Context: an optimization exercise on an open-source flow, tuned for small area, a short achievable clock period and few clock cycles. The choices shown serve that exercise and are no tape-out recipe. Function was checked by simulation only, so behaviour that the tests miss may differ from the original. Power figures rest on the tool's default switching activity, not on a simulated workload.

==> flow/design.v <==
module spmv_stream #(
  parameter int N = 32,
  parameter int IDX_W = $clog2(N),
  parameter int DW = 8,
  parameter int ACC_W = 2*DW+IDX_W,
  parameter bit SKIP_ZERO = 0
) (
  input  logic             clk,
  input  logic             rst_n,
  input  logic             in_valid,
  input  logic             weight_valid,
  input  logic [IDX_W-1:0] in_row,
  input  logic [IDX_W-1:0] in_col,
  input  logic [DW-1:0]    in_data,
  input  logic             out_ready,
  output logic             out_valid,
  output logic [IDX_W-1:0] out_row,
  output logic [ACC_W-1:0] out_data,
  output logic             out_last,
  output logic             busy
);
  localparam int PW = 2*DW;
  localparam int LW = (ACC_W + 1) / 2;
  localparam int HW = ACC_W - LW;
  localparam logic [2:0] IDLE = 3'd0, VEC = 3'd1, MAT = 3'd2, F1 = 3'd3, F2 = 3'd4,
                         DRAIN = 3'd5;
  logic [2:0] state, state_nxt;
  logic [N-1:0][DW-1:0] vec;
  logic [N-1:0][ACC_W-1:0] acc;    
  logic [N-1:0] accc;              
  logic [N-1:0] vv;    
  logic [N-1:0] tf;    
  logic p1_vw, p1_mw;
  logic [IDX_W-1:0] p1_row, p1_col;
  logic [DW-1:0] p1_data;
  logic p2_mw;
  logic [DW-1:0] p2_data, p2_vsel;
  logic [IDX_W-1:0] ra, ra_enc;
  logic [N-1:0] ra_oh, ra_oh_nxt, first_oh, below;
  logic p3_we, p3_we_d;
  logic [IDX_W-1:0] p3_row;
  logic [PW-1:0] p3_ps, p3_pc;
  logic [ACC_W-1:0] p3_rd;
  logic p3_rc;
  logic [PW-1:0] pp [DW];
  logic [PW-1:0] l1 [6];
  logic [PW-1:0] l2 [4];
  logic [PW-1:0] l3 [3];
  logic [PW-1:0] ps, pc;
  logic [ACC_W-1:0] rd, cs_s, cs_c, nsum;
  logic rc, rv, nc;
  logic [LW:0] lo_sum;
  logic [HW-1:0] hi_val;
  logic [N-1:0] p1_row_oh, wr_dec, enc_in;
  logic idle_vec, xfer, done, load;
  function automatic logic [PW-1:0] maj(input logic [PW-1:0] a, b, c);
    maj = (a & b) | (a & c) | (b & c);
  endfunction
  always_comb begin
    idle_vec = state == IDLE || state == VEC;
    case (state)
      IDLE, VEC: state_nxt = in_valid ? VEC : weight_valid ? MAT : state;
      MAT:       state_nxt = weight_valid ? MAT : F1;
      F1:        state_nxt = F2;
      F2:        state_nxt = DRAIN;
      default:   state_nxt = done ? IDLE : DRAIN;
    endcase
  end
  always_ff @(posedge clk or negedge rst_n)
    if (!rst_n) begin
      state <= IDLE;
      busy <= 1'b0;
    end else begin
      state <= state_nxt;
      busy <= state_nxt != IDLE;
    end
  always_ff @(posedge clk or negedge rst_n)
    if (!rst_n) begin
      p1_vw <= 1'b0;
      p1_mw <= 1'b0;
    end else begin
      p1_vw <= in_valid && idle_vec;
      p1_mw <= weight_valid && (state == MAT || (idle_vec && !in_valid));
    end
  always_ff @(posedge clk) begin
    p1_row <= in_row;
    p1_col <= in_col;
    p1_data <= in_data;
  end
  always_comb begin
    p1_row_oh = '0;
    p1_row_oh[p1_row] = 1'b1;
  end
  for (genvar i = 0; i < N; i++) begin : g_vec
    always_ff @(posedge clk)
      if (p1_vw && p1_row_oh[i]) vec[i] <= p1_data;
    always_ff @(posedge clk or negedge rst_n)
      if (!rst_n) vv[i] <= 1'b0;
      else if (done) vv[i] <= 1'b0;
      else if (p1_vw && p1_row_oh[i]) vv[i] <= 1'b1;
  end
  always_ff @(posedge clk or negedge rst_n)
    if (!rst_n) p2_mw <= 1'b0;
    else p2_mw <= p1_mw;
  always_ff @(posedge clk) begin
    p2_data <= p1_data;
    p2_vsel <= vv[p1_col] ? vec[p1_col] : '0;
    ra <= p1_row;
  end
  always_comb begin
    for (int j = 0; j < DW; j++)
      pp[j] = PW'(p2_data & {DW{p2_vsel[j]}}) << j;
    l1[0] = pp[0] ^ pp[1] ^ pp[2];  l1[1] = maj(pp[0], pp[1], pp[2]) << 1;
    l1[2] = pp[3] ^ pp[4] ^ pp[5];  l1[3] = maj(pp[3], pp[4], pp[5]) << 1;
    l1[4] = pp[6];                  l1[5] = pp[7];
    l2[0] = l1[0] ^ l1[1] ^ l1[2];  l2[1] = maj(l1[0], l1[1], l1[2]) << 1;
    l2[2] = l1[3] ^ l1[4] ^ l1[5];  l2[3] = maj(l1[3], l1[4], l1[5]) << 1;
    l3[0] = l2[0] ^ l2[1] ^ l2[2];  l3[1] = maj(l2[0], l2[1], l2[2]) << 1;
    l3[2] = l2[3];
    ps = l3[0] ^ l3[1] ^ l3[2];
    pc = maj(l3[0], l3[1], l3[2]) << 1;
    p3_we_d = p2_mw && p2_data != '0 && p2_vsel != '0;
    rd = '0;
    rc = 1'b0;
    rv = 1'b0;
    for (int i = 0; i < N; i++) begin
      rd = rd | (acc[i] & {ACC_W{ra_oh[i]}});
      rc = rc | (accc[i] & ra_oh[i]);
      rv = rv | (tf[i] & ra_oh[i]);
    end
    rd = rd & {ACC_W{rv}};
    rc = rc & rv;
  end
  always_ff @(posedge clk or negedge rst_n)
    if (!rst_n) p3_we <= 1'b0;
    else p3_we <= p3_we_d;
  always_ff @(posedge clk) begin
    p3_ps <= ps;
    p3_pc <= pc;
    p3_row <= ra;
    if (p3_we && p3_row == ra) begin
      p3_rd <= nsum;
      p3_rc <= nc;
    end else begin
      p3_rd <= rd;
      p3_rc <= rc;
    end
  end
  always_comb begin
    cs_s = p3_rd ^ ACC_W'(p3_ps) ^ ACC_W'(p3_pc);
    cs_c = ACC_W'({p3_rd & ACC_W'(p3_ps) | p3_rd & ACC_W'(p3_pc) | ACC_W'(p3_ps) & ACC_W'(p3_pc), 1'b0});
    lo_sum = {1'b0, cs_s[LW-1:0]} + {1'b0, cs_c[LW-1:0]};
    nsum = {cs_s[ACC_W-1:LW] + cs_c[ACC_W-1:LW] + HW'(p3_rc), lo_sum[LW-1:0]};
    nc = lo_sum[LW];
    wr_dec = '0;
    wr_dec[p3_row] = p3_we;
    xfer = out_valid && out_ready;
    done = xfer && out_last;
    load = state == F2 ? (ra_oh & wr_dec) == '0 :
           state == DRAIN && !out_last && (!out_valid || out_ready);
    enc_in = (tf | wr_dec | (state == F1 && p3_we_d ? ra_oh : '0)) &
             ~(state == F2 || state == DRAIN ? ra_oh : '0);
    below[0] = 1'b0;
    for (int i = 1; i < N; i++)
      below[i] = below[i-1] | enc_in[i-1];
    first_oh = enc_in & ~below;
    first_oh[N-1] = !below[N-1];
    case (state)
      F1:      ra_oh_nxt = first_oh;
      F2, DRAIN: ra_oh_nxt = load ? first_oh : ra_oh;
      default: ra_oh_nxt = p1_row_oh;
    endcase
  end
  for (genvar i = 0; i < N; i++) begin : g_acc
    always_ff @(posedge clk)
      if (wr_dec[i]) begin
        acc[i] <= nsum;
        accc[i] <= nc;
      end
    always_ff @(posedge clk or negedge rst_n)
      if (!rst_n) tf[i] <= 1'b0;
      else if (load && ra_oh[i]) tf[i] <= 1'b0;
      else if (wr_dec[i]) tf[i] <= 1'b1;
  end
  always_ff @(posedge clk)
    ra_oh <= ra_oh_nxt;
  always_comb begin
    hi_val = rd[ACC_W-1:LW] + HW'(rc);
    ra_enc = '0;
    for (int i = 0; i < N; i++)
      if (ra_oh[i]) ra_enc = ra_enc | IDX_W'(i);
  end
  always_ff @(posedge clk or negedge rst_n)
    if (!rst_n) begin
      out_valid <= 1'b0;
      out_last <= 1'b0;
    end else if (done) begin
      out_valid <= 1'b0;
      out_last <= 1'b0;
    end else if (load) begin
      out_valid <= ra_oh[N-1] || rd[LW-1:0] != '0 || (rc ? ~&rd[ACC_W-1:LW] : |rd[ACC_W-1:LW]);
      out_last <= ra_oh[N-1];
    end
  always_ff @(posedge clk)
    if (load) begin
      out_row <= ra_enc;
      out_data <= {hi_val, rd[LW-1:0]};
    end
endmodule
module spmv_top (
  input  logic        clk,
  input  logic        rst_n,
  input  logic        in_valid,
  input  logic        weight_valid,
  input  logic [4:0]  in_row,
  input  logic [4:0]  in_col,
  input  logic [7:0]  in_data,
  input  logic        out_ready,
  output logic        out_valid,
  output logic [4:0]  out_row,
  output logic [20:0] out_data,
  output logic        out_last,
  output logic        busy
);
  spmv_stream #(.N(32), .DW(8), .SKIP_ZERO(1)) u_spmv (
    .clk(clk), .rst_n(rst_n), .in_valid(in_valid), .weight_valid(weight_valid),
    .in_row(in_row), .in_col(in_col), .in_data(in_data), .out_ready(out_ready),
    .out_valid(out_valid), .out_row(out_row), .out_data(out_data), .out_last(out_last),
    .busy(busy));
endmodule
==> flow/config.mk <==
export PLATFORM = sky130hd
export DESIGN_NAME = spmv_top
export DESIGN_NICKNAME = spmv_top
export VERILOG_FILES = /design/flow/design.v
export SDC_FILE = /design/flow/constraint.sdc
export NUM_CORES = 4
export LEC_CHECK = 0
export CAP_MARGIN = 20
export CORE_MARGIN = 2
export CORE_UTILIZATION = 40
export CTS_BUF_LIST = sky130_fd_sc_hd__clkbuf_16
export CTS_CLUSTER_DIAMETER = 60
export CTS_CLUSTER_SIZE = 30
export SLEW_MARGIN = 20
==> flow/constraint.sdc <==
create_clock -name core_clock -period 9.0 [get_ports {clk}]
set_input_delay 1.8000 -clock core_clock [delete_from_list [all_inputs] [get_ports {clk}]]
set_output_delay 1.8000 -clock core_clock [all_outputs]
set_load 0.01 [all_outputs]
standard.sh (not shown) runs the stock make flow with config.mk's settings and CLKGATE_MAP_FILE= SYNTH_SCRIPT=/design/flow/synth_recipe.tcl, a recipe that flattens the netlist after the stock synthesis.
==> flow/flow/run.sh <==
#!/bin/bash
set -euo pipefail
bash standard.sh SETUP_SLACK_MARGIN=6 finish > flow_make.log 2>&1
Testbench counts at the start, summed over its fixed seeds: cycles 18,198.
Change:
--- a/flow/design.v
+++ b/flow/design.v
@@ -34,13 +34,13 @@
   logic [IDX_W-1:0] p1_row, p1_col;
   logic [DW-1:0] p1_data;
   logic p2_mw;
   logic [DW-1:0] p2_data, p2_vsel;
   logic [IDX_W-1:0] ra, ra_enc;
   logic [N-1:0] ra_oh, ra_oh_nxt, first_oh, below;
-  logic p3_we, p3_we_d;
+  logic p3_we;
   logic [IDX_W-1:0] p3_row;
   logic [PW-1:0] p3_ps, p3_pc;
   logic [ACC_W-1:0] p3_rd;
   logic p3_rc;
   logic [PW-1:0] pp [DW];
   logic [PW-1:0] l1 [6];
@@ -116,13 +116,12 @@
     l2[0] = l1[0] ^ l1[1] ^ l1[2];  l2[1] = maj(l1[0], l1[1], l1[2]) << 1;
     l2[2] = l1[3] ^ l1[4] ^ l1[5];  l2[3] = maj(l1[3], l1[4], l1[5]) << 1;
     l3[0] = l2[0] ^ l2[1] ^ l2[2];  l3[1] = maj(l2[0], l2[1], l2[2]) << 1;
     l3[2] = l2[3];
     ps = l3[0] ^ l3[1] ^ l3[2];
     pc = maj(l3[0], l3[1], l3[2]) << 1;
-    p3_we_d = p2_mw && p2_data != '0 && p2_vsel != '0;
     rd = '0;
     rc = 1'b0;
     rv = 1'b0;
     for (int i = 0; i < N; i++) begin
       rd = rd | (acc[i] & {ACC_W{ra_oh[i]}});
       rc = rc | (accc[i] & ra_oh[i]);
@@ -130,13 +129,13 @@
     end
     rd = rd & {ACC_W{rv}};
     rc = rc & rv;
   end
   always_ff @(posedge clk or negedge rst_n)
     if (!rst_n) p3_we <= 1'b0;
-    else p3_we <= p3_we_d;
+    else p3_we <= p2_mw && p2_data != '0 && p2_vsel != '0;
   always_ff @(posedge clk) begin
     p3_ps <= ps;
     p3_pc <= pc;
     p3_row <= ra;
     if (p3_we && p3_row == ra) begin
       p3_rd <= nsum;
@@ -153,24 +152,22 @@
     nsum = {cs_s[ACC_W-1:LW] + cs_c[ACC_W-1:LW] + HW'(p3_rc), lo_sum[LW-1:0]};
     nc = lo_sum[LW];
     wr_dec = '0;
     wr_dec[p3_row] = p3_we;
     xfer = out_valid && out_ready;
     done = xfer && out_last;
-    load = state == F2 ? (ra_oh & wr_dec) == '0 :
-           state == DRAIN && !out_last && (!out_valid || out_ready);
-    enc_in = (tf | wr_dec | (state == F1 && p3_we_d ? ra_oh : '0)) &
-             ~(state == F2 || state == DRAIN ? ra_oh : '0);
+    load = state == DRAIN && !out_last && (!out_valid || out_ready);
+    enc_in = (tf | wr_dec) & ~(state == DRAIN ? ra_oh : '0);
     below[0] = 1'b0;
     for (int i = 1; i < N; i++)
       below[i] = below[i-1] | enc_in[i-1];
     first_oh = enc_in & ~below;
     first_oh[N-1] = !below[N-1];
     case (state)
-      F1:      ra_oh_nxt = first_oh;
-      F2, DRAIN: ra_oh_nxt = load ? first_oh : ra_oh;
+      F2:      ra_oh_nxt = first_oh;
+      DRAIN:   ra_oh_nxt = load ? first_oh : ra_oh;
       default: ra_oh_nxt = p1_row_oh;
     endcase
   end
   for (genvar i = 0; i < N; i++) begin : g_acc
     always_ff @(posedge clk)
       if (wr_dec[i]) begin
Result: The changed run completed without violations; worst setup slack is better by 58 ps; die area decreases by 2.1%; routed wire length decreases by about 8%; hold slack is worse by 3.5 ps; synthesized area decreases by about 2.1%; clock skew barely changes; non-clock buffer count decreases by 29; first-iteration DRC count increases by 13%; total power decreases by about 1.9%; final area decreases by 3.9%; count of clock-buffer cells in the layout decreases by 7; sequential share of layout area increases by 2.4 points; core utilization decreases by 1.0 points; sequential power increases by about 1%.
Testbench counts after the change, summed over its fixed seeds: cycles 18,362.

re-timing with driven ports:
In the flow no input, the clock included, has a driving cell. The finished layouts below were timed again as built, in two steps. Step 1 sets driving cells, clkbuf_16 on the clock port and buf_2 on the other inputs (assumed; they add their load-dependent delay and slew). Step 2 adds t to the input delays and takes it off the output delays; t is the mean of the earliest and latest rising clock arrival at the registers after step 1. Input paths then give back, and output paths get back, about the clock's delay inside the block. Three values: no drivers, after step 1, after step 2; two values: the first two.
run	t, ns	setup WS [ns]	worst setup path after step 2
the first run	0.745	5.741 / 5.668 / 5.330	input to register
the second run	0.744	5.799 / 5.728 / 5.424	input to register
After both steps every run listed still meets setup and hold. For the first run, which loses most, drivers alone change the setup slack by -0.073 ns; drivers and shift together by -0.411 ns.
